This design comes from an exercise in tuning for small area and a short achievable clock period on the open sky130 flow, not from production work. Only simulation tests tie the RTL to the original design; equivalence was not proved. Power figures rest on the tool's default switching activity, not on a simulated workload.

==> design.v <==
module pe_with_buffers (
    input  logic        clk,
    input  logic        rst_n,
    input  logic        cyc,
    input  logic        stb,
    input  logic        we,
    input  logic [2:0]  adr,
    input  logic [31:0] dat_w,
    output logic [31:0] dat_r,
    output logic        ack,
    output logic        m_valid,
    output logic [24:0] m_beat,
    output logic        pe_ready,
    output logic        pe_idle
);
    localparam logic [3:0] S_RESET         = 4'd0;
    localparam logic [3:0] S_IDLE          = 4'd1;
    localparam logic [3:0] S_LOAD          = 4'd2;
    localparam logic [3:0] S_READY         = 4'd3;
    localparam logic [3:0] S_WAIT_MID      = 4'd4;
    localparam logic [3:0] S_WRITE_MID     = 4'd5;
    localparam logic [3:0] S_WAIT_LAST     = 4'd6;
    localparam logic [3:0] S_WRITE_LAST    = 4'd7;
    localparam logic [3:0] S_RST_CNT       = 4'd8;
    localparam logic [3:0] S_IDLE_LC       = 4'd9;
    localparam logic [3:0] S_READY_LC      = 4'd10;
    localparam logic [3:0] S_WAIT_MID_LC   = 4'd11;
    localparam logic [3:0] S_WRITE_MID_LC  = 4'd12;
    localparam logic [3:0] S_WAIT_LAST_LC  = 4'd13;
    localparam logic [3:0] S_WRITE_LAST_LC = 4'd14;
    localparam logic [3:0] S_RST_CNT_LC    = 4'd15;
    logic [3:0]  state, state_d;
    logic        first_chan, last_chan, ready_flag;
    logic [23:0] kernel;
    logic [23:0] bias;
    logic [23:0] kern_q;
    logic [1:0]  win_cnt;
    logic        out_valid;
    logic [4:0]  wr_addr;
    logic        row_done;
    logic pending, is_pixel, accept, wr_acc, is_cmd;
    logic load_kernel, mid_row, last_row, pixel_valid;
    logic row_active, in_row;
    assign in_row      = (state == S_WAIT_MID) || (state == S_WRITE_MID) ||
                         (state == S_WAIT_LAST) || (state == S_WRITE_LAST) ||
                         (state == S_WAIT_MID_LC) || (state == S_WRITE_MID_LC) ||
                         (state == S_WAIT_LAST_LC) || (state == S_WRITE_LAST_LC);
    assign row_active  = in_row && !row_done;
    assign pending     = cyc && stb && !ack;
    assign is_pixel    = we && (adr == 3'd4);
    assign accept      = pending && (!is_pixel || row_active);
    assign wr_acc      = accept && we;
    assign is_cmd      = wr_acc && (adr == 3'd3);
    assign load_kernel = is_cmd && dat_w[0];
    assign mid_row     = is_cmd && dat_w[1];
    assign last_row    = is_cmd && dat_w[2];
    assign pixel_valid = accept && is_pixel;
    logic first_chan_d;
    assign first_chan_d = !rst_n ? 1'b0 : (wr_acc && adr == 3'd2) ? dat_w[0] : first_chan;
    always_ff @(posedge clk) begin
        if (!rst_n) begin
            ack        <= 1'b0;
            first_chan <= 1'b0;
            last_chan  <= 1'b0;
            ready_flag <= 1'b0;
        end else begin
            ack <= accept;
            if (load_kernel) begin
                ready_flag <= 1'b0;
            end else if (pe_ready) begin
                ready_flag <= 1'b1;
            end
            first_chan <= first_chan_d;
            if (wr_acc && adr == 3'd2) begin
                last_chan  <= dat_w[1];
            end
        end
    end
    always_ff @(posedge clk) begin
        if (wr_acc && adr == 3'd0) kernel <= dat_w[23:0];
        if (wr_acc && adr == 3'd1) bias   <= dat_w[23:0];
    end
    logic [1:0] rd_lo;
    always_comb begin
        rd_lo = '0;
        case (adr)
            3'd0: rd_lo = kernel[1:0];
            3'd1: rd_lo = bias[1:0];
            3'd2: rd_lo = {last_chan, first_chan};
            3'd5: rd_lo = {pe_idle, ready_flag};
            default: ;
        endcase
    end
    logic [1:0] dat_r_lo;
    logic       rd_kern_q, rd_bias_q;
    always_ff @(posedge clk) begin
        dat_r_lo  <= rd_lo;
        rd_kern_q <= (adr == 3'd0);
        rd_bias_q <= (adr == 3'd1);
    end
    assign dat_r[1:0]   = dat_r_lo;
    assign dat_r[23:2]  = ({22{rd_kern_q}} & kernel[23:2]) | ({22{rd_bias_q}} & bias[23:2]);
    assign dat_r[31:24] = {8{rd_bias_q & bias[23]}};
    always_comb begin
        state_d = state;
        case (state)
            S_RESET: state_d = S_IDLE;
            S_IDLE: begin
                if (load_kernel)    state_d = S_LOAD;
                else if (mid_row)   state_d = S_WAIT_MID;
                else if (last_row)  state_d = S_WAIT_LAST;
                else if (last_chan) state_d = S_IDLE_LC;
            end
            S_LOAD:       state_d = last_chan ? S_READY_LC : S_READY;
            S_READY:      state_d = S_IDLE;
            S_WAIT_MID:   state_d = S_WRITE_MID;
            S_WRITE_MID:  state_d = row_done ? S_IDLE : S_WRITE_MID;
            S_WAIT_LAST:  state_d = S_WRITE_LAST;
            S_WRITE_LAST: state_d = row_done ? S_RST_CNT : S_WRITE_LAST;
            S_RST_CNT:    state_d = S_IDLE;
            S_IDLE_LC: begin
                if (load_kernel)     state_d = S_LOAD;
                else if (mid_row)    state_d = S_WAIT_MID_LC;
                else if (last_row)   state_d = S_WAIT_LAST_LC;
                else if (!last_chan) state_d = S_IDLE;
            end
            S_READY_LC:      state_d = S_IDLE_LC;
            S_WAIT_MID_LC:   state_d = S_WRITE_MID_LC;
            S_WRITE_MID_LC:  state_d = row_done ? S_IDLE_LC : S_WRITE_MID_LC;
            S_WAIT_LAST_LC:  state_d = S_WRITE_LAST_LC;
            S_WRITE_LAST_LC: state_d = row_done ? S_RST_CNT_LC : S_WRITE_LAST_LC;
            S_RST_CNT_LC:    state_d = S_IDLE_LC;
            default:         state_d = S_IDLE;
        endcase
    end
    always_ff @(posedge clk) begin
        if (!rst_n) begin
            state    <= S_RESET;
            pe_idle  <= 1'b0;
            pe_ready <= 1'b0;
        end else begin
            state    <= state_d;
            pe_idle  <= (state_d == S_IDLE) || (state_d == S_IDLE_LC);
            pe_ready <= (state_d == S_READY) || (state_d == S_READY_LC);
        end
    end
    logic row_start, wr_kernel, cnt_rst, in_lc_write;
    assign row_start   = (state == S_WAIT_MID) || (state == S_WAIT_LAST) ||
                         (state == S_WAIT_MID_LC) || (state == S_WAIT_LAST_LC);
    assign wr_kernel   = (state == S_LOAD);
    assign cnt_rst     = (state == S_RESET) || (state == S_RST_CNT) || (state == S_RST_CNT_LC);
    assign in_lc_write = (state == S_WRITE_MID_LC) || (state == S_WRITE_LAST_LC);
    localparam logic [23:0] PROD_OFS = 24'd43520;
    localparam logic [17:0] M0_OFS   = 18'd130560;    
    function automatic logic [11:0] booth_enc(input logic [7:0] x);
        logic [8:0] xe;
        xe = {x, 1'b0};
        for (int i = 0; i < 4; i++) begin
            booth_enc[3*i]   = xe[2*i+1] ^ xe[2*i];
            booth_enc[3*i+1] = (xe[2*i+2] & ~xe[2*i+1] & ~xe[2*i]) |
                               (~xe[2*i+2] & xe[2*i+1] & xe[2*i]);
            booth_enc[3*i+2] = xe[2*i+2] & ~(xe[2*i+1] & xe[2*i]);
        end
    endfunction
    function automatic logic [9:0] booth_pp(input logic [2:0] d,
                                            input logic [9:0] wp,
                                            input logic [9:0] wn);
        logic [9:0] pp;
        pp = d[0] ? (d[2] ? wn : wp) :
             d[1] ? (d[2] ? {wn[8:0], 1'b0} : {wp[8:0], 1'b0}) : 10'd0;
        booth_pp = {~pp[9], pp[8:0]};
    endfunction
    function automatic logic [33:0] booth_rows(input logic [11:0] d,
                                               input logic [9:0] wp,
                                               input logic [9:0] wn);
        logic [16:0] r0, r1, r2, r3;
        logic [16:0] s1, c1, s2, c2;
        r0 = {7'd0, booth_pp(d[2:0],  wp, wn)};
        r1 = {5'd0, booth_pp(d[5:3],  wp, wn), 2'd0};
        r2 = {3'd0, booth_pp(d[8:6],  wp, wn), 4'd0};
        r3 = {1'd0, booth_pp(d[11:9], wp, wn), 6'd0};
        s1 = r0 ^ r1 ^ r2;
        c1 = ((r0 & r1) | (r0 & r2) | (r1 & r2)) << 1;
        s2 = s1 ^ c1 ^ r3;
        c2 = ((s1 & c1) | (s1 & r3) | (c1 & r3)) << 1;
        booth_rows = {c2, s2};
    endfunction
    logic        win_full;
    logic [11:0] dig_in;      
    logic [11:0] sdig_q;      
    logic        pv_q;        
    logic        pv_q2;       
    logic [16:0] ps_q, pc_q;  
    logic [16:0] m1_q;        
    logic [17:0] m0_q;        
    logic [16:0] n0_q;        
    logic [23:0] sum_q;       
    assign win_full = (win_cnt == 2'd2);
    always_ff @(posedge clk) begin
        if (wr_kernel) kern_q <= kernel;
    end
    always_ff @(posedge clk) begin
        if (!rst_n) begin
            win_cnt   <= '0;
            out_valid <= 1'b0;
        end else begin
            out_valid <= pixel_valid && win_full;
            if (row_start) begin
                win_cnt <= '0;
            end else if (pixel_valid && !win_full) begin
                win_cnt <= win_cnt + 1'b1;
            end
        end
    end
    logic [9:0] w0p, w1p, w2p, w0n, w1n, w2n;
    assign w0p = {{2{kern_q[7]}},  kern_q[7:0]};
    assign w1p = {{2{kern_q[15]}}, kern_q[15:8]};
    assign w2p = {{2{kern_q[23]}}, kern_q[23:16]};
    assign w0n = 10'd0 - w0p;
    assign w1n = 10'd0 - w1p;
    assign w2n = 10'd0 - w2p;
    logic [33:0] rows_in;
    assign dig_in  = booth_enc(dat_w[7:0]);
    assign rows_in = booth_rows(dig_in, w2p, w2n);
    logic [33:0] rows_sh;
    logic [16:0] prod_sh;
    logic [9:0]  wp_sh, wn_sh;
    assign rows_sh = booth_rows(sdig_q, wp_sh, wn_sh);
    assign prod_sh = rows_sh[16:0] + rows_sh[33:17];
    always_ff @(posedge clk) begin
        ps_q  <= rows_in[16:0];
        pc_q  <= rows_in[33:17];
        pv_q  <= pixel_valid;
        pv_q2 <= pv_q;
        if (pixel_valid) begin
            sdig_q <= dig_in;
        end
        wp_sh <= pixel_valid ? w1p : w0p;
        wn_sh <= pixel_valid ? w1n : w0n;
        if (pv_q) begin
            m1_q <= prod_sh;
            m0_q <= {1'b0, n0_q} - M0_OFS;
        end
        if (pv_q2) begin
            n0_q <= prod_sh;
        end
    end
    logic [23:0] ring [4][8];
    logic [2:0]  rot  [4];
    logic [23:0] base;
    logic [23:0] wr_data;
    logic [4:0]  wr_addr_d;
    logic [3:0]  wr_row, mis, shift_row;
    logic [4:0]  bsel_q;      
    always_comb begin
        if (!rst_n || cnt_rst) begin
            wr_addr_d = '0;
        end else if (out_valid) begin
            wr_addr_d = wr_addr + 1'b1;
        end else begin
            wr_addr_d = wr_addr;
        end
    end
    for (genvar r = 0; r < 4; r++) begin : g_rot
        assign wr_row[r]    = out_valid && (wr_addr[4:3] == r);
        assign mis[r]       = rot[r] != ((wr_addr[4:3] == r) ? wr_addr[2:0] : 3'd0);
        assign shift_row[r] = wr_row[r] || mis[r];
    end
    always_ff @(posedge clk) begin
        if (first_chan_d) bsel_q <= 5'b10000;
        else              bsel_q <= {1'b0, 4'b0001 << wr_addr_d[4:3]};
    end
    assign base = ({24{bsel_q[0]}} & ring[0][0]) | ({24{bsel_q[1]}} & ring[1][0]) |
                  ({24{bsel_q[2]}} & ring[2][0]) | ({24{bsel_q[3]}} & ring[3][0]) |
                  ({24{bsel_q[4]}} & bias);
    logic [23:0] sc, sd, m0x;
    assign m0x = {{6{m0_q[17]}}, m0_q};
    always_comb begin
        sc = base ^ {7'd0, m1_q} ^ m0x;
        sd = ((base & {7'd0, m1_q}) | (base & m0x) | ({7'd0, m1_q} & m0x)) << 1;
    end
    always_ff @(posedge clk) begin
        sum_q <= sc + sd;
    end
    logic [23:0] oa, ob;
    always_comb begin
        oa = sum_q ^ {7'd0, ps_q} ^ {7'd0, pc_q};
        ob = ((sum_q & {7'd0, ps_q}) | (sum_q & {7'd0, pc_q}) | ({7'd0, ps_q} & {7'd0, pc_q})) << 1;
    end
    assign wr_data = oa + ob;
    logic [23:0] ring_in, recirc;
    assign recirc  = ({24{mis[0]}} & ring[0][0]) | ({24{mis[1]}} & ring[1][0]) |
                     ({24{mis[2]}} & ring[2][0]) | ({24{mis[3]}} & ring[3][0]);
    assign ring_in = out_valid ? wr_data : recirc;
    for (genvar r = 0; r < 4; r++) begin : g_row
        always_ff @(posedge clk) begin
            if (shift_row[r]) begin
                for (int s = 0; s < 7; s++) ring[r][s] <= ring[r][s+1];
                ring[r][7] <= ring_in;
            end
            rot[r] <= rot[r] + {2'd0, shift_row[r]};
        end
    end
    always_ff @(posedge clk) begin
        if (!rst_n) begin
            wr_addr  <= '0;
            row_done <= 1'b0;
            m_valid  <= 1'b0;
        end else begin
            m_valid <= out_valid && in_lc_write;
            wr_addr <= wr_addr_d;
            if (row_start) begin
                row_done <= 1'b0;
            end else if (out_valid && wr_addr[2:0] == 3'd7) begin
                row_done <= 1'b1;
            end
        end
    end
    always_ff @(posedge clk) begin
        m_beat[24:1] <= wr_data;
        m_beat[0]    <= out_valid && (state == S_WRITE_LAST_LC) && (wr_addr[2:0] == 3'd7);
    end
endmodule
==> flow/run.sh <==
#!/bin/bash
# The standard layout (standard.sh, unchanged synthesis), with timing repair
# aimed below the clock period and plain buffers on the ports.
set -euo pipefail
cd "$(dirname "${BASH_SOURCE[0]}")/.."
bash standard.sh SETUP_SLACK_MARGIN=6.7 TNS_END_PERCENT=100 \
    "BUFFER_PORTS_ARGS=-buffer_cell sky130_fd_sc_hd__buf_2" finish > flow_make.log 2>&1
==> standard.sh <==
#!/bin/bash
# synth_recipe.tcl (not shown) runs the flow's synth.tcl, then flattens the netlist and writes it again
# the make line also repeats each setting of config.mk as NAME=value (left out here)
make -C /OpenROAD-flow-scripts/flow DESIGN_CONFIG=/design/flow/config.mk WORK_HOME=/design/flow/orfs CLKGATE_MAP_FILE= SYNTH_SCRIPT=/design/flow/synth_recipe.tcl "${@:-finish}"
==> config.mk <==
export PLATFORM = sky130hd
export DESIGN_NAME = pe_with_buffers
export DESIGN_NICKNAME = pe_with_buffers
export VERILOG_FILES = /design/flow/design.v
export SDC_FILE = /design/flow/constraint.sdc
export NUM_CORES = 4
export LEC_CHECK = 0
export ABC_AREA = 1
export CAP_MARGIN = 20
export CORE_MARGIN = 2
export CORE_UTILIZATION = 62
export CTS_CLUSTER_DIAMETER = 60
export CTS_CLUSTER_SIZE = 25
export PLACE_DENSITY = 0.74
export SLEW_MARGIN = 20
==> constraint.sdc <==
create_clock -name core_clock -period 10.0 [get_ports {clk}]
set_input_delay 2.0000 -clock core_clock [delete_from_list [all_inputs] [get_ports {clk}]]
set_output_delay 2.0000 -clock core_clock [all_outputs]
set_load 0.01 [all_outputs]
==> results of run 1 <==
[sequential cells by signal (all words and copies together), names as in the netlist, 16 cells and up]
register / flops
kernel: 24
kern_q: 24
n0_q: 17
sum_q: 24
m1_q: 17
ring: 768
ps_q: 16
m_beat: 25
bias: 24
m0_q: 18
[cell type report]
type | instances | area, µm²
inverters | 253 | 998
flip-flops and latches | 1039 | 29900
fillers | 3848 | 17300
repair buffers | 206 | 1810
well taps | 837 | 1050
multi-input cells | 1241 | 9090
clock buffers | 84 | 1550
clock inverters | 19 | 265
[kinds of logic (layout without fill, tap and decap cells)]
kind of cell             count (synthesis)  count (layout)  share of synthesized area [%]
XOR/XNOR                                80              80                           1.80
adder cells (fa/ha/maj)                150             150                           5.91
AND/OR/NAND/NOR                        601             604                           6.37
AO/OA/AOI/OAI                          404             404                           6.28
flip-flops                            1039            1039                           76.6
multiplexers                             3               3                         0.0770
buffers and inverters                  300             562                           3.00
[layout by cell type, fill, tap and decap left out, types with 8 or more instances in the layout]
cell                        netlist  layout
sky130_fd_sc_hd__a21oi_1        105      87
sky130_fd_sc_hd__a21oi_2          0      16
sky130_fd_sc_hd__a221oi_1        23       8
sky130_fd_sc_hd__a221oi_2         0      11
sky130_fd_sc_hd__a22o_1          26      23
sky130_fd_sc_hd__buf_2            7      73
sky130_fd_sc_hd__buf_4            7      81
sky130_fd_sc_hd__buf_6            1      27
sky130_fd_sc_hd__clkbuf_1        28      25
sky130_fd_sc_hd__clkbuf_16        0      59
sky130_fd_sc_hd__dfxtp_1        135     127
sky130_fd_sc_hd__edfxtp_1       904     904
sky130_fd_sc_hd__fa_1            57      47
sky130_fd_sc_hd__fa_2             0      10
sky130_fd_sc_hd__ha_1            93      79
sky130_fd_sc_hd__ha_4             0      11
sky130_fd_sc_hd__inv_1          242     216
sky130_fd_sc_hd__inv_2            8      27
sky130_fd_sc_hd__nand2_1        367     340
sky130_fd_sc_hd__nand2_2          4      23
sky130_fd_sc_hd__nand2_4          1       9
sky130_fd_sc_hd__nand3_1         63      60
sky130_fd_sc_hd__nand4_1         16      16
sky130_fd_sc_hd__nor2_1         107      99
sky130_fd_sc_hd__nor2_4           2       9
sky130_fd_sc_hd__nor3_1          22      21
sky130_fd_sc_hd__o211ai_1        19      19
sky130_fd_sc_hd__o21ai_0        126      88
sky130_fd_sc_hd__o21ai_1         14      24
sky130_fd_sc_hd__o21ai_2          3      24
sky130_fd_sc_hd__o21ai_4          1       8
sky130_fd_sc_hd__o22ai_1         52      41
sky130_fd_sc_hd__o22ai_2          0      11
sky130_fd_sc_hd__xnor2_1         24      23
sky130_fd_sc_hd__xor2_1          56      49
[routing by layer]
layer	share of wire, %	vias up
li1	-	9697
met1	42	10805
met5	0	-
met2	48	909
met3	7.1	162
met4	3.3	0
[report_power, final]
part           switching [mW]  leakage, nW  internal (mW)
sequential              0.281         9.56           5.56
clock                    1.42        0.870           1.13
combinational            2.17         5.93           1.06
total                    3.87         16.4           7.76
[timing repair]
action | in CTS | in global routing
hold endpoints to repair | 0 | 0
buffers inserted | 62 | 27
setup endpoints to repair | 340 | 504
pin swaps | 46 | 68
cloned | 5 | 4
resized for setup | 157 | 120
[worst min path at each step]
| stage | to | slack (ps) | cells after the start |
|---|---|---|---|
| after global placement | ring[6][20] | 400 | 0 |
| after detailed placement | ring[0][12] | 400 | 0 |
| after global routing | ring[26][12] | 410 | 0 |
| after CTS | ring[26][12] | 400 | 0 |
| after floorplan | m0_q[0] | 400 | 0 |
| final | ring[30][11] | 400 | 0 |
[stage by stage]
stage | std cells | TNS [ps] | utilization (%) | total power, mW
floorplan | 2577 | -74270 | - | 7.60
global placement | 3478 | 0 | 65.8 | 8.70
detailed placement | 3478 | 0 | 65.8 | 8.78
CTS | 3648 | 0 | 70.8 | 11.5
global route | 3679 | 0 | 72.1 | 12.1
finish | 3679 | 0 | 72.1 | 11.6
[synth_stat cells (3+ instances only)]
cell type / n / area [µm²]
sky130_fd_sc_hd__xnor2_1: 24 / 210
sky130_fd_sc_hd__buf_2: 7 / 35.0
sky130_fd_sc_hd__a31oi_1: 4 / 25.0
sky130_fd_sc_hd__nor4_1: 7 / 43.8
sky130_fd_sc_hd__nor2_2: 3 / 18.8
sky130_fd_sc_hd__nor2_1: 107 / 402
sky130_fd_sc_hd__nand4_1: 16 / 100
sky130_fd_sc_hd__fa_1: 57 / 1140
sky130_fd_sc_hd__o211ai_1: 19 / 143
sky130_fd_sc_hd__dfxtp_1: 135 / 2700
sky130_fd_sc_hd__inv_1: 242 / 908
sky130_fd_sc_hd__nand2_1: 367 / 1380
sky130_fd_sc_hd__nand3_1: 63 / 315
sky130_fd_sc_hd__nand2_2: 4 / 25.0
sky130_fd_sc_hd__edfxtp_1: 904 / 27100
sky130_fd_sc_hd__inv_2: 8 / 30.0
sky130_fd_sc_hd__a41oi_1: 3 / 26.3
sky130_fd_sc_hd__a21oi_1: 105 / 526
sky130_fd_sc_hd__a22oi_1: 3 / 22.5
sky130_fd_sc_hd__clkinv_1: 3 / 11.3
sky130_fd_sc_hd__buf_1: 4 / 15.0
sky130_fd_sc_hd__xor2_1: 56 / 490
sky130_fd_sc_hd__mux2i_1: 3 / 30.0
sky130_fd_sc_hd__clkbuf_1: 28 / 105
sky130_fd_sc_hd__o21bai_1: 8 / 60.1
sky130_fd_sc_hd__o21ai_2: 3 / 26.3
sky130_fd_sc_hd__a22o_1: 26 / 228
sky130_fd_sc_hd__nor3_1: 22 / 110
sky130_fd_sc_hd__a221oi_1: 23 / 201
sky130_fd_sc_hd__ha_1: 93 / 1160
sky130_fd_sc_hd__o22ai_1: 52 / 325
sky130_fd_sc_hd__buf_4: 7 / 52.6
sky130_fd_sc_hd__o21ai_1: 14 / 70.1
sky130_fd_sc_hd__o21ai_0: 126 / 631
==> impl_metrics.xml, run 1 <==
<?xml version="1.0" encoding="UTF-8"?>
<metrics>
  <group name="worst_setup_path">
    <metric name="startpoint" unit="">rd_bias_q</metric>
    <metric name="critPathRequiredTime" unit="ps">8000</metric>
    <metric name="rrSetupSlack" unit="ps">6450</metric>
    <metric name="crit_type" unit="">register to output port</metric>
    <metric name="critical_path.endpoint" unit="">dat_r[2]</metric>
    <metric name="reg2reg_depth" unit="">17</metric>
    <metric name="worst_ep_arrival_time" unit="ps">1590</metric>
    <metric name="critPathSlowestCell" unit="">sky130_fd_sc_hd__dfxtp_4</metric>
    <metric name="worstReg2RegStart" unit="">sdig_q[2]</metric>
    <metric name="timing.critical_path.to_type" unit="">output port</metric>
    <metric name="crit_chain" unit="">buf_6 -&gt; a22o_1 -&gt; buf_2</metric>
    <metric name="critical_path_fanout_max" unit="">6</metric>
    <metric name="cp_top_family" unit="">flip-flops</metric>
    <metric name="critical_path_depth" unit="">3</metric>
    <metric name="critical_path.n_buffers_inverters" unit="">2</metric>
    <metric name="r2r_end" unit="">n0_q[15]</metric>
    <metric name="critPathMaxStageDelay" unit="ps">410</metric>
    <metric name="startpoint_type" unit="">register</metric>
  </group>
  <group name="floorplanning">
    <metric name="core-area" unit="mm²">0.0619</metric>
    <metric name="die_height" unit="µm">255</metric>
    <metric name="chipWidth" unit="µm">255</metric>
    <metric name="floorplan.rows" unit="">91</metric>
    <metric name="floorplan.io_pins" unit="">101</metric>
    <metric name="initial_utilization" unit="%">62.9</metric>
    <metric name="die_area" unit="mm²">0.0649</metric>
  </group>
  <group name="yosys">
    <metric name="synthesis.area_per_instance" unit="µm²">15.1</metric>
    <metric name="synthFlopType" unit="">sky130_fd_sc_hd__edfxtp_1</metric>
    <metric name="synth_cell_types" unit="">58</metric>
    <metric name="synthesis.instances" unit="">2577</metric>
    <metric name="portion_of_the_post_synthesis_area_used_by_sequential_elements" unit="%">76.6</metric>
    <metric name="synth-edff-count" unit="">904</metric>
    <metric name="post_synthesis_async_set_or_reset_flop_share" unit="%">0</metric>
    <metric name="yosysWarningCount" unit="">3</metric>
    <metric name="mapped_nets" unit="">2767</metric>
    <metric name="mappedNetlistArea" unit="mm²">0.0390</metric>
    <metric name="post_synthesis_register_bit_count" unit="">1039</metric>
  </group>
  <group name="timing">
    <metric name="grt_setup_unrepaired" unit="">yes</metric>
    <metric name="finalWorstSetupSlack" unit="ps">6410</metric>
    <metric name="max_clock_freq" unit="MHz">278</metric>
    <metric name="final.min_clock_period" unit="ps">3590</metric>
    <metric name="timing_worst_slew_pin_value" unit="ps">1040</metric>
    <metric name="fin_hold_ws" unit="ps">400</metric>
    <metric name="min_period_over_period" unit="%">35.9</metric>
    <metric name="finClkSkew" unit="ps">33.6</metric>
    <metric name="finalSetupViolations" unit="">0</metric>
    <metric name="slew_viol_final" unit="">0</metric>
    <metric name="max-slew-margin-rel" unit="%">30.4</metric>
    <metric name="hold_viol_final" unit="">0</metric>
  </group>
  <group name="pwr">
    <metric name="ir_drop" unit="µV">272</metric>
    <metric name="cellLeakagePower" unit="nW">16.4</metric>
    <metric name="pwr_density_cell" unit="mW/mm²">261</metric>
  </group>
  <group name="clocking">
    <metric name="cts.hold.buffers_added" unit="">0</metric>
    <metric name="clock_tree_from_tritoncts" unit="">built</metric>
    <metric name="clkSlewWorstSetupHoldPaths" unit="ps">100</metric>
    <metric name="cts-root-to-sink-buffers" unit="">3</metric>
    <metric name="cts-root-buf" unit="">sky130_fd_sc_hd__clkbuf_16</metric>
    <metric name="clk-insertion-delay-late" unit="ps">650</metric>
    <metric name="cts_sinks" unit="">1039</metric>
    <metric name="tritoncts.num_buffers" unit="">55</metric>
    <metric name="clock_tree.htree_level_count" unit="">2</metric>
  </group>
  <group name="global_routing">
    <metric name="gr-usage-all-layers" unit="%">28.5</metric>
    <metric name="globalRouteMet3Util" unit="%">3.88</metric>
    <metric name="grt_start_max_net_pins" unit="">161</metric>
    <metric name="grt.met1_usage" unit="%">41.0</metric>
    <metric name="globalRouteMet2Util" unit="%">45.4</metric>
    <metric name="global_route.peak_usage_layer" unit="">met2</metric>
    <metric name="antenna_found_initial" unit="">2</metric>
    <metric name="grt_pass1_wl" unit="µm">133000</metric>
    <metric name="grt_overflow_total" unit="">0</metric>
    <metric name="grt_pass1_vias" unit="">21301</metric>
  </group>
  <group name="route">
    <metric name="avgViaCountPerCell" unit="">5.86</metric>
    <metric name="detail_route.wirelength" unit="µm">91300</metric>
    <metric name="drt_drc_violations_left" unit="">0</metric>
    <metric name="detailedRoute.firstIterationViolations" unit="">2263</metric>
    <metric name="dr.pass1.iters" unit="">7</metric>
    <metric name="dr_total_vias" unit="">21573</metric>
    <metric name="wl_per_cell" unit="µm">24.8</metric>
    <metric name="antenna_violating_nets_post_route" unit="">0</metric>
  </group>
  <group name="placement">
    <metric name="dpl-instance-area" unit="mm²">0.0408</metric>
    <metric name="io_buffer_count" unit="">92</metric>
    <metric name="globalplace.congestion" unit="">0.904</metric>
    <metric name="place_worst_setup_slack" unit="ps">5440</metric>
    <metric name="hpwl" unit="µm">56900</metric>
  </group>
  <group name="job">
    <metric name="drv_cap" unit="">0</metric>
  </group>
  <group name="cells_and_area">
    <metric name="finalInstanceArea" unit="mm²">0.0446</metric>
    <metric name="flow.area_growth_from_synthesis" unit="%">14.5</metric>
    <metric name="final_nets" unit="">2986</metric>
    <metric name="layout-drive-gt1-share" unit="%">17.8</metric>
    <metric name="n_antenna_cell" unit="">0</metric>
  </group>
  <group name="min_path">
    <metric name="min_from" unit="">ring[31][11]</metric>
    <metric name="hold_path_class" unit="">register to register</metric>
  </group>
  <group name="run_status">
    <metric name="outcome" unit="">finished clean</metric>
  </group>
</metrics>
==> run 2: changes to the inputs <==
--- a/design.v
+++ b/design.v
@@ -189,7 +189,6 @@
     logic [11:0] dig_in;      
     logic [11:0] sdig_q;      
     logic        pv_q;        
-    logic        pv_q2;       
     logic [16:0] ps_q, pc_q;  
     logic [16:0] m1_q;        
     logic [17:0] m0_q;        
@@ -231,7 +230,6 @@
         ps_q  <= rows_in[16:0];
         pc_q  <= rows_in[33:17];
         pv_q  <= pixel_valid;
-        pv_q2 <= pv_q;
         if (pixel_valid) begin
             sdig_q <= dig_in;
         end
@@ -241,9 +239,7 @@
             m1_q <= prod_sh;
             m0_q <= {1'b0, n0_q} - M0_OFS;
         end
-        if (pv_q2) begin
-            n0_q <= prod_sh;
-        end
+        n0_q <= prod_sh;
     end
     logic [23:0] ring [4][8];
     logic [2:0]  rot  [4];
==> impl_metrics.xml, run 2 <==
<?xml version="1.0" encoding="UTF-8"?>
<metrics>
  <group name="global_routing">
    <metric name="grt_pass1_wl" unit="µm">120000</metric>
    <metric name="grt_pass1_vias" unit="">20492</metric>
    <metric name="gr-usage-all-layers" unit="%">25.2</metric>
    <metric name="antenna_found_initial" unit="">2</metric>
    <metric name="grt_start_max_net_pins" unit="">171</metric>
    <metric name="grt_overflow_total" unit="">0</metric>
  </group>
  <group name="yosys">
    <metric name="portion_of_the_post_synthesis_area_used_by_sequential_elements" unit="%">76.6</metric>
    <metric name="synth-adder-area-share" unit="%">5.95</metric>
    <metric name="synthesis.instances" unit="">2550</metric>
    <metric name="yosysWarningCount" unit="">3</metric>
    <metric name="post_synthesis_register_bit_count" unit="">1038</metric>
    <metric name="synth-edff-count" unit="">887</metric>
    <metric name="mappedNetlistArea" unit="mm²">0.0387</metric>
    <metric name="post_synthesis_async_set_or_reset_flop_share" unit="%">0</metric>
    <metric name="yosys-top-cells-count" unit="">sky130_fd_sc_hd__edfxtp_1, sky130_fd_sc_hd__nand2_1, sky130_fd_sc_hd__inv_1</metric>
    <metric name="synthFlopType" unit="">sky130_fd_sc_hd__edfxtp_1</metric>
    <metric name="synth_largest_area_cell" unit="">sky130_fd_sc_hd__edfxtp_1</metric>
    <metric name="yosys-mux-area-fraction" unit="%">0.103</metric>
    <metric name="mapped_nets" unit="">2740</metric>
    <metric name="largest_family_of_logic_cells_by_synthesized_area" unit="">compound AO/OA/AOI/OAI gates</metric>
    <metric name="ranking_of_synthesized_cells_by_area" unit="">sky130_fd_sc_hd__edfxtp_1, sky130_fd_sc_hd__dfxtp_1, sky130_fd_sc_hd__nand2_1</metric>
    <metric name="most_common_cell_in_the_synthesized_netlist" unit="">sky130_fd_sc_hd__edfxtp_1</metric>
    <metric name="synth_top_area_share" unit="%">68.8</metric>
    <metric name="synth_cell_types" unit="">52</metric>
    <metric name="synth-xor-area-share" unit="%">1.85</metric>
    <metric name="synthesis.area_per_instance" unit="µm²">15.2</metric>
    <metric name="synth_simple_gate_area_share" unit="%">6.26</metric>
    <metric name="synth_compound_area_share" unit="%">6.41</metric>
  </group>
  <group name="timing">
    <metric name="slew_viol_final" unit="">0</metric>
    <metric name="max-slew-margin-rel" unit="%">26.0</metric>
    <metric name="final.min_clock_period" unit="ps">3570</metric>
    <metric name="max_clock_freq" unit="MHz">280</metric>
    <metric name="finalSetupViolations" unit="">0</metric>
    <metric name="grt_setup_unrepaired" unit="">yes</metric>
    <metric name="timing_worst_slew_pin_value" unit="ps">1110</metric>
    <metric name="min_period_over_period" unit="%">35.7</metric>
    <metric name="hold_viol_final" unit="">0</metric>
    <metric name="finClkSkew" unit="ps">44.0</metric>
  </group>
  <group name="floorplanning">
    <metric name="die_area" unit="mm²">0.0645</metric>
    <metric name="chipWidth" unit="µm">254</metric>
    <metric name="floorplan.io_pins" unit="">101</metric>
    <metric name="die_height" unit="µm">254</metric>
    <metric name="floorplan.rows" unit="">91</metric>
    <metric name="initial_utilization" unit="%">62.7</metric>
    <metric name="core-area" unit="mm²">0.0617</metric>
  </group>
  <group name="worst_setup_path">
    <metric name="cp_top_family" unit="">flip-flops</metric>
    <metric name="critical_path_fanout_max" unit="">6</metric>
    <metric name="critPathRequiredTime" unit="ps">8000</metric>
    <metric name="timing.critical_path.to_type" unit="">output port</metric>
    <metric name="crit_chain" unit="">buf_12 -&gt; a22o_1 -&gt; buf_2</metric>
    <metric name="startpoint_type" unit="">register</metric>
    <metric name="critical_path.n_buffers_inverters" unit="">2</metric>
    <metric name="critPathMaxStageDelay" unit="ps">400</metric>
    <metric name="worst_ep_arrival_time" unit="ps">1570</metric>
    <metric name="critPathSlowestCell" unit="">sky130_fd_sc_hd__dfxtp_4</metric>
    <metric name="crit_type" unit="">register to output port</metric>
  </group>
  <group name="clocking">
    <metric name="cts.hold.buffers_added" unit="">0</metric>
    <metric name="clkSlewWorstSetupHoldPaths" unit="ps">90</metric>
    <metric name="tritoncts.num_buffers" unit="">55</metric>
    <metric name="clk-insertion-delay-late" unit="ps">670</metric>
    <metric name="clock_tree.htree_level_count" unit="">2</metric>
    <metric name="cts-root-buf" unit="">sky130_fd_sc_hd__clkbuf_16</metric>
    <metric name="cts_sinks" unit="">1038</metric>
    <metric name="cts-root-to-sink-buffers" unit="">3</metric>
    <metric name="clock_tree_from_tritoncts" unit="">built</metric>
  </group>
  <group name="route">
    <metric name="dr.pass1.iters" unit="">6</metric>
    <metric name="avgViaCountPerCell" unit="">5.72</metric>
    <metric name="antenna_violating_nets_post_route" unit="">0</metric>
    <metric name="drt_drc_violations_left" unit="">0</metric>
    <metric name="detailedRoute.firstIterationViolations" unit="">2228</metric>
    <metric name="detail_route.wirelength" unit="µm">82000</metric>
    <metric name="wl_per_cell" unit="µm">22.5</metric>
    <metric name="dr_total_vias" unit="">20896</metric>
  </group>
  <group name="pwr">
    <metric name="share_seq_of_total_power" unit="%">49.4</metric>
    <metric name="pwr_density_cell" unit="mW/mm²">266</metric>
    <metric name="power_frac_clock" unit="%">21.3</metric>
    <metric name="cellLeakagePower" unit="nW">16.3</metric>
    <metric name="net-switching-power" unit="mW">3.89</metric>
    <metric name="ir_drop" unit="µV">244</metric>
    <metric name="comb_power_share" unit="%">29.3</metric>
    <metric name="p_int" unit="mW">7.93</metric>
    <metric name="netSwitchingFraction" unit="%">32.9</metric>
  </group>
  <group name="placement">
    <metric name="dpl.cell_count" unit="">3448</metric>
    <metric name="hpwl" unit="µm">51800</metric>
    <metric name="io_buffer_count" unit="">92</metric>
    <metric name="globalplace.congestion" unit="">0.891</metric>
    <metric name="dpl-instance-area" unit="mm²">0.0403</metric>
  </group>
  <group name="cells_and_area">
    <metric name="max_ffs_per_register" unit="">768</metric>
    <metric name="layout.cells.most_common_list" unit="">sky130_fd_sc_hd__edfxtp_1, sky130_fd_sc_hd__nand2_1, sky130_fd_sc_hd__inv_1, sky130_fd_sc_hd__dfxtp_1, sky130_fd_sc_hd__a21oi_1</metric>
    <metric name="flow.area_growth_from_synthesis" unit="%">14.7</metric>
    <metric name="finalInstanceArea" unit="mm²">0.0444</metric>
    <metric name="layout_commonest_cell" unit="">sky130_fd_sc_hd__edfxtp_1</metric>
    <metric name="top_register" unit="">ring</metric>
    <metric name="instances_no_fill" unit="">3651</metric>
    <metric name="final_nets" unit="">2958</metric>
    <metric name="largest_registers" unit="">ring x768, m_beat x25</metric>
    <metric name="n_antenna_cell" unit="">0</metric>
    <metric name="layout-drive-gt1-share" unit="%">19.1</metric>
  </group>
  <group name="run_status">
    <metric name="outcome" unit="">finished clean</metric>
  </group>
  <group name="min_path">
    <metric name="hold_path_class" unit="">register to register</metric>
  </group>
  <group name="job">
    <metric name="drv_cap" unit="">0</metric>
  </group>
</metrics>
==> run 2: cell count changes in the layout (fill, tap and decap cells not counted), sizes merged, moves of 4 or more <==
| cell | delta |
|---|---|
| nand3 | -8 |
| nor2 | -8 |
| clkbuf | -5 |
| o22ai | -6 |
| dfxtp | +16 |
| nor4 | -4 |
| edfxtp | -17 |
| buf | +7 |
| a21oi | +8 |
| nand2 | +10 |
| o21ai | -5 |
| o211ai | -4 |
| inv | -24 |
==> run 2: per-layer routing <==
metal | GRT usage, % | part of all wire (%)
met1 | 36.5 | 43
met4 | 7.34 | 2.8
met5 | 0 | 0
met3 | 3.33 | 6.2
met2 | 40.6 | 48
==> run 2: what timing repair did <==
item | in CTS | in global routing
pin swaps | 65 | 75
setup endpoints to repair | 409 | 398
gates cloned | 4 | 1
setup buffers | 61 | 34
gates resized for setup | 193 | 160
==> run 2: logic make-up after synthesis <==
kind of cell	after synthesis
buffers and inverters	280
AOI/OAI and AO/OA	404
and+or+nand+nor	592
xor gates and xnor gates	82
muxes	4
DFF	1038
adders and majority gates	150
==> run 2: cell type report <==
cell class	instances	area [µm²]
Timing Repair Buffer	211	1760
Tap cell	837	1050
Fill cell	3872	17300
Inverter	229	887
Clock buffer	81	1530
Clock inverter	22	312
Sequential cell	1038	29700
Multi-Input combinational cell	1233	9230
==> run 2: worst paths after layout <==
check	slack [ps]	to	cells past startpoint	startpoint
setup reg to reg	6460	m1_q[16]	15	sdig_q[5]
setup / recovery	6430	dat_r[6]	3	rd_bias_q
hold / removal	400	m0_q[5]	0	n0_q[5]
hold reg to reg	400	m0_q[5]	0	n0_q[5]
==> run 2: power groups by stage <==
stage	combinational (mW)	sequential [mW]	clock, mW
2_1_floorplan	1.76	5.92	0
3_3_place_gp	2.81	5.88	0
3_5_place_dp	2.83	5.92	0
4_1_cts	3.04	5.83	2.56
5_1_grt	3.74	5.90	2.70
6_report	3.46	5.84	2.52
==> run 2: metrics by stage <==
| step | hold slack (ps) | power, mW | TNS, ps | worst slack, ps | util [%] |
|---|---|---|---|---|---|
| final | 402 | 11.8 | 0 | 6430 | 72.0 |
| after global routing | 408 | 12.3 | 0 | 6380 | 72.0 |
| after CTS | 400 | 11.4 | 0 | 6410 | 70.4 |
| after detailed placement | 389 | 8.75 | 0 | 5080 | 65.2 |
| after global placement | 391 | 8.69 | 0 | 5050 | 65.2 |
| after floorplan | 386 | 7.68 | -119980 | -1350 | - |
==> run 3: changes to the inputs <==
==> run.sh (new file) <==
#!/bin/bash
# synth_recipe.tcl (not shown) runs the flow's synth.tcl, then flattens the netlist and writes it again
# the make line also repeats each setting of config.mk as NAME=value (left out here)
make -C /OpenROAD-flow-scripts/flow DESIGN_CONFIG=/design/flow/config.mk WORK_HOME=/design/flow/orfs CLKGATE_MAP_FILE= SYNTH_SCRIPT=/design/flow/synth_recipe.tcl finish
--- a/config.mk
+++ b/config.mk
@@ -12,4 +12,6 @@
 export CTS_CLUSTER_DIAMETER = 60
 export CTS_CLUSTER_SIZE = 25
 export PLACE_DENSITY = 0.74
+export SETUP_SLACK_MARGIN = 5
 export SLEW_MARGIN = 20
+export TNS_END_PERCENT = 100
removed: flow/run.sh
removed: standard.sh
==> impl_metrics.xml, run 3 <==
<?xml version="1.0" encoding="UTF-8"?>
<metrics>
  <group name="floorplanning">
    <metric name="initial_utilization" unit="%">62.7</metric>
    <metric name="die_area" unit="mm²">0.0645</metric>
    <metric name="floorplan.io_pins" unit="">101</metric>
    <metric name="core-area" unit="mm²">0.0617</metric>
    <metric name="chipWidth" unit="µm">254</metric>
    <metric name="die_height" unit="µm">254</metric>
    <metric name="floorplan.rows" unit="">91</metric>
  </group>
  <group name="worst_setup_path">
    <metric name="critPathSlowestCell" unit="">sky130_fd_sc_hd__dfxtp_1</metric>
    <metric name="r2r_end" unit="">sum_q[19]</metric>
    <metric name="rrSetupSlack" unit="ps">5380</metric>
    <metric name="critical-path-top-cell-by-count" unit="">sky130_fd_sc_hd__nand2_1</metric>
    <metric name="reg2reg_depth" unit="">16</metric>
    <metric name="worst_ep_arrival_time" unit="ps">5200</metric>
    <metric name="startpoint_type" unit="">register</metric>
    <metric name="worstReg2RegStart" unit="">bsel_q[1]</metric>
    <metric name="critPathRequiredTime" unit="ps">10580</metric>
    <metric name="crit_chain" unit="">clkinvlp_4 -&gt; o211ai_1 -&gt; a221oi_1 -&gt; fa_1 -&gt; inv_1 -&gt; ha_1 -&gt; inv_1 -&gt; fa_1 -&gt; o21ai_1 -&gt; a21oi_1 -&gt; o21ai_1 -&gt; nand3_1 -&gt; nand2_1 -&gt; nand2_1 -&gt; nand2_1 -&gt; xor2_1</metric>
    <metric name="crit_type" unit="">register to register</metric>
    <metric name="startpoint" unit="">bsel_q[1]</metric>
    <metric name="critical_path.endpoint" unit="">sum_q[19]</metric>
    <metric name="critical_path_fanout_max" unit="">14</metric>
    <metric name="critical_path_depth" unit="">16</metric>
    <metric name="critPathMaxStageDelay" unit="ps">770</metric>
    <metric name="critical_path.n_buffers_inverters" unit="">3</metric>
    <metric name="timing.critical_path.to_type" unit="">register</metric>
    <metric name="cp_top_family" unit="">compound AO/OA/AOI/OAI gates</metric>
  </group>
  <group name="cells_and_area">
    <metric name="layout-drive-gt1-share" unit="%">5.12</metric>
    <metric name="max_ffs_per_register" unit="">768</metric>
    <metric name="layout.cells.most_common_list" unit="">sky130_fd_sc_hd__edfxtp_1, sky130_fd_sc_hd__nand2_1, sky130_fd_sc_hd__inv_1, sky130_fd_sc_hd__dfxtp_1, sky130_fd_sc_hd__o21ai_0</metric>
    <metric name="final_nets" unit="">2860</metric>
    <metric name="flow.area_growth_from_synthesis" unit="%">10.1</metric>
    <metric name="top_register" unit="">ring</metric>
    <metric name="layout_commonest_cell" unit="">sky130_fd_sc_hd__edfxtp_1</metric>
    <metric name="finalInstanceArea" unit="mm²">0.0426</metric>
    <metric name="largest_registers" unit="">ring x768, m_beat x25</metric>
  </group>
  <group name="timing">
    <metric name="timing_worst_slew_pin_value" unit="ps">1210</metric>
    <metric name="min_period_over_period" unit="%">46.2</metric>
    <metric name="hold_viol_final" unit="">0</metric>
    <metric name="finalSetupViolations" unit="">0</metric>
    <metric name="grt_setup_unrepaired" unit="">no</metric>
    <metric name="tns" unit="ps">0</metric>
    <metric name="max_clock_freq" unit="MHz">216</metric>
    <metric name="finalWorstSetupSlack" unit="ps">5380</metric>
    <metric name="final.min_clock_period" unit="ps">4620</metric>
    <metric name="slew_viol_final" unit="">0</metric>
    <metric name="max-slew-margin-rel" unit="%">19.5</metric>
    <metric name="finClkSkew" unit="ps">22.4</metric>
  </group>
  <group name="global_routing">
    <metric name="grt_start_max_net_pins" unit="">173</metric>
    <metric name="grt_pass1_wl" unit="µm">117000</metric>
    <metric name="grt_overflow_total" unit="">0</metric>
    <metric name="grt_pass1_vias" unit="">19861</metric>
    <metric name="gr-usage-all-layers" unit="%">24.5</metric>
    <metric name="antenna_found_initial" unit="">5</metric>
  </group>
  <group name="clocking">
    <metric name="tritoncts.num_buffers" unit="">56</metric>
    <metric name="cts-root-buf" unit="">sky130_fd_sc_hd__clkbuf_16</metric>
    <metric name="cts_setup_buffers" unit="">0</metric>
    <metric name="cts-root-to-sink-buffers" unit="">3</metric>
    <metric name="clock_tree.htree_level_count" unit="">2</metric>
    <metric name="cts-resized-gates" unit="">0</metric>
    <metric name="cts_sinks" unit="">1038</metric>
    <metric name="clock_tree_from_tritoncts" unit="">built</metric>
    <metric name="clk-insertion-delay-late" unit="ps">650</metric>
    <metric name="clkSlewWorstSetupHoldPaths" unit="ps">90</metric>
    <metric name="cts.hold.buffers_added" unit="">0</metric>
  </group>
  <group name="job">
    <metric name="drv_cap" unit="">0</metric>
  </group>
  <group name="route">
    <metric name="detailedRoute.firstIterationViolations" unit="">1855</metric>
    <metric name="dr_total_vias" unit="">20142</metric>
    <metric name="detail_route.wirelength" unit="µm">77400</metric>
    <metric name="avgViaCountPerCell" unit="">5.67</metric>
    <metric name="drt_drc_violations_left" unit="">0</metric>
    <metric name="antenna_violating_nets_post_route" unit="">0</metric>
    <metric name="dr.pass1.iters" unit="">6</metric>
    <metric name="wl_per_cell" unit="µm">21.8</metric>
  </group>
  <group name="yosys">
    <metric name="synth_cell_types" unit="">52</metric>
    <metric name="portion_of_the_post_synthesis_area_used_by_sequential_elements" unit="%">76.6</metric>
    <metric name="yosysWarningCount" unit="">3</metric>
    <metric name="synth_largest_area_cell" unit="">sky130_fd_sc_hd__edfxtp_1</metric>
    <metric name="synth_top_area_share" unit="%">68.8</metric>
    <metric name="yosys-top-cells-count" unit="">sky130_fd_sc_hd__edfxtp_1, sky130_fd_sc_hd__nand2_1, sky130_fd_sc_hd__inv_1</metric>
    <metric name="post_synthesis_async_set_or_reset_flop_share" unit="%">0</metric>
    <metric name="ranking_of_synthesized_cells_by_area" unit="">sky130_fd_sc_hd__edfxtp_1, sky130_fd_sc_hd__dfxtp_1, sky130_fd_sc_hd__nand2_1</metric>
    <metric name="mappedNetlistArea" unit="mm²">0.0387</metric>
    <metric name="synth-edff-count" unit="">887</metric>
    <metric name="synthFlopType" unit="">sky130_fd_sc_hd__edfxtp_1</metric>
    <metric name="synthesis.instances" unit="">2550</metric>
    <metric name="most_common_cell_in_the_synthesized_netlist" unit="">sky130_fd_sc_hd__edfxtp_1</metric>
    <metric name="post_synthesis_register_bit_count" unit="">1038</metric>
    <metric name="synthesis.area_per_instance" unit="µm²">15.2</metric>
    <metric name="mapped_nets" unit="">2740</metric>
  </group>
  <group name="run_status">
    <metric name="outcome" unit="">finished clean</metric>
  </group>
  <group name="pwr">
    <metric name="fin_total_pwr" unit="mW">11.3</metric>
    <metric name="cellLeakagePower" unit="nW">15.5</metric>
    <metric name="ir_drop" unit="µV">214</metric>
    <metric name="pwr_density_cell" unit="mW/mm²">265</metric>
  </group>
  <group name="placement">
    <metric name="io_buffer_count" unit="">92</metric>
    <metric name="hpwl" unit="µm">52200</metric>
    <metric name="dpl-instance-area" unit="mm²">0.0407</metric>
    <metric name="place_worst_setup_slack" unit="ps">4370</metric>
    <metric name="globalplace.congestion" unit="">0.891</metric>
  </group>
  <group name="min_path">
    <metric name="timing.hold.worst_path_depth" unit="">0</metric>
    <metric name="hold_path_class" unit="">register to register</metric>
  </group>
</metrics>
## run 3: cell counts after synthesis
Identical to the previous run, type by type.
## run 3: worst min path at each step
stage	startpoint	endpoint	slack, ps
floorplan	n0_q[0]	m0_q[0]	390
global placement	n0_q[7]	m0_q[7]	390
detailed placement	n0_q[5]	m0_q[5]	390
CTS	n0_q[5]	m0_q[5]	410
global route	n0_q[0]	m0_q[0]	420
finish	n0_q[5]	m0_q[5]	410
## run 3: cell families after synthesis
kind of cell	Yosys count	share of synthesized area, %
fa+ha+maj	150	5.95
simple gates	592	6.26
xor+xnor	82	1.85
flops	1038	76.6
mux	4	0.103
buf+inv	280	2.82
compound gates	404	6.41
## run 3: metrics by stage
step | utilization [%] | hold WS [ps] | std cells
floorplan | - | 386 | 2550
global placement | 66.0 | 389 | 3448
detailed placement | 66.0 | 390 | 3448
CTS | 69.0 | 409 | 3552
global route | 69.1 | 419 | 3554
finish | 69.1 | 411 | 3554
## run 3: routing by layer
layer	share of wire, %	track usage, %
met5	0.044	0
met4	2.8	7.04
met3	6.0	3.32
met2	47	39.5
met1	44	35.5
## run 3: layout make-up
type                       instances  area [µm²]
sequential                      1038       29700
fill                            4087       19100
multi-input combinational       1232        8040
clock buffer                      81        1500
timing repair buffer             113        1140
tap                              837        1050
inverter                         229         863
clock inverter                    23         385
antenna                            1        2.50
## run 3: power by group
part	internal, mW	switching, mW	total [mW]
combinational	0.950	1.97	2.92
clock	1.16	1.38	2.55
sequential	5.58	0.253	5.83

-- static timing again, ports no longer ideal --
In the flow no input, the clock included, has a driving cell. The finished layouts below were timed again as built, in two steps.
Step 1 assumes that a clkbuf_16 drives the clock port and a buf_2 every other input.
Step 2, shift: input delay + t, output delay - t, t = (earliest + latest rising clock arrival at the registers) / 2. This alone moves slack from input paths to output paths.
Three values: no drivers, after step 1, after step 2; two values: the first two.
run | t, ns | setup slack, ns | hold WS [ns] | cell pins on the clock port's net
run 1 | 0.703 | 6.405 / 6.338 / 5.817 | 0.400 / 0.400 / 0.400 | 1
run 2 | 0.713 | 6.434 / 6.367 / 5.833 | 0.402 / 0.402 / 0.402 | 1
run 3 | 0.708 | 5.376 / 5.337 / 4.800 | 0.411 / 0.411 / 0.411 | 1
After both steps every run listed still meets setup and hold. The setup slack of run 2, which loses most, moves by -0.067 ns with the drivers and by -0.601 ns with both steps.
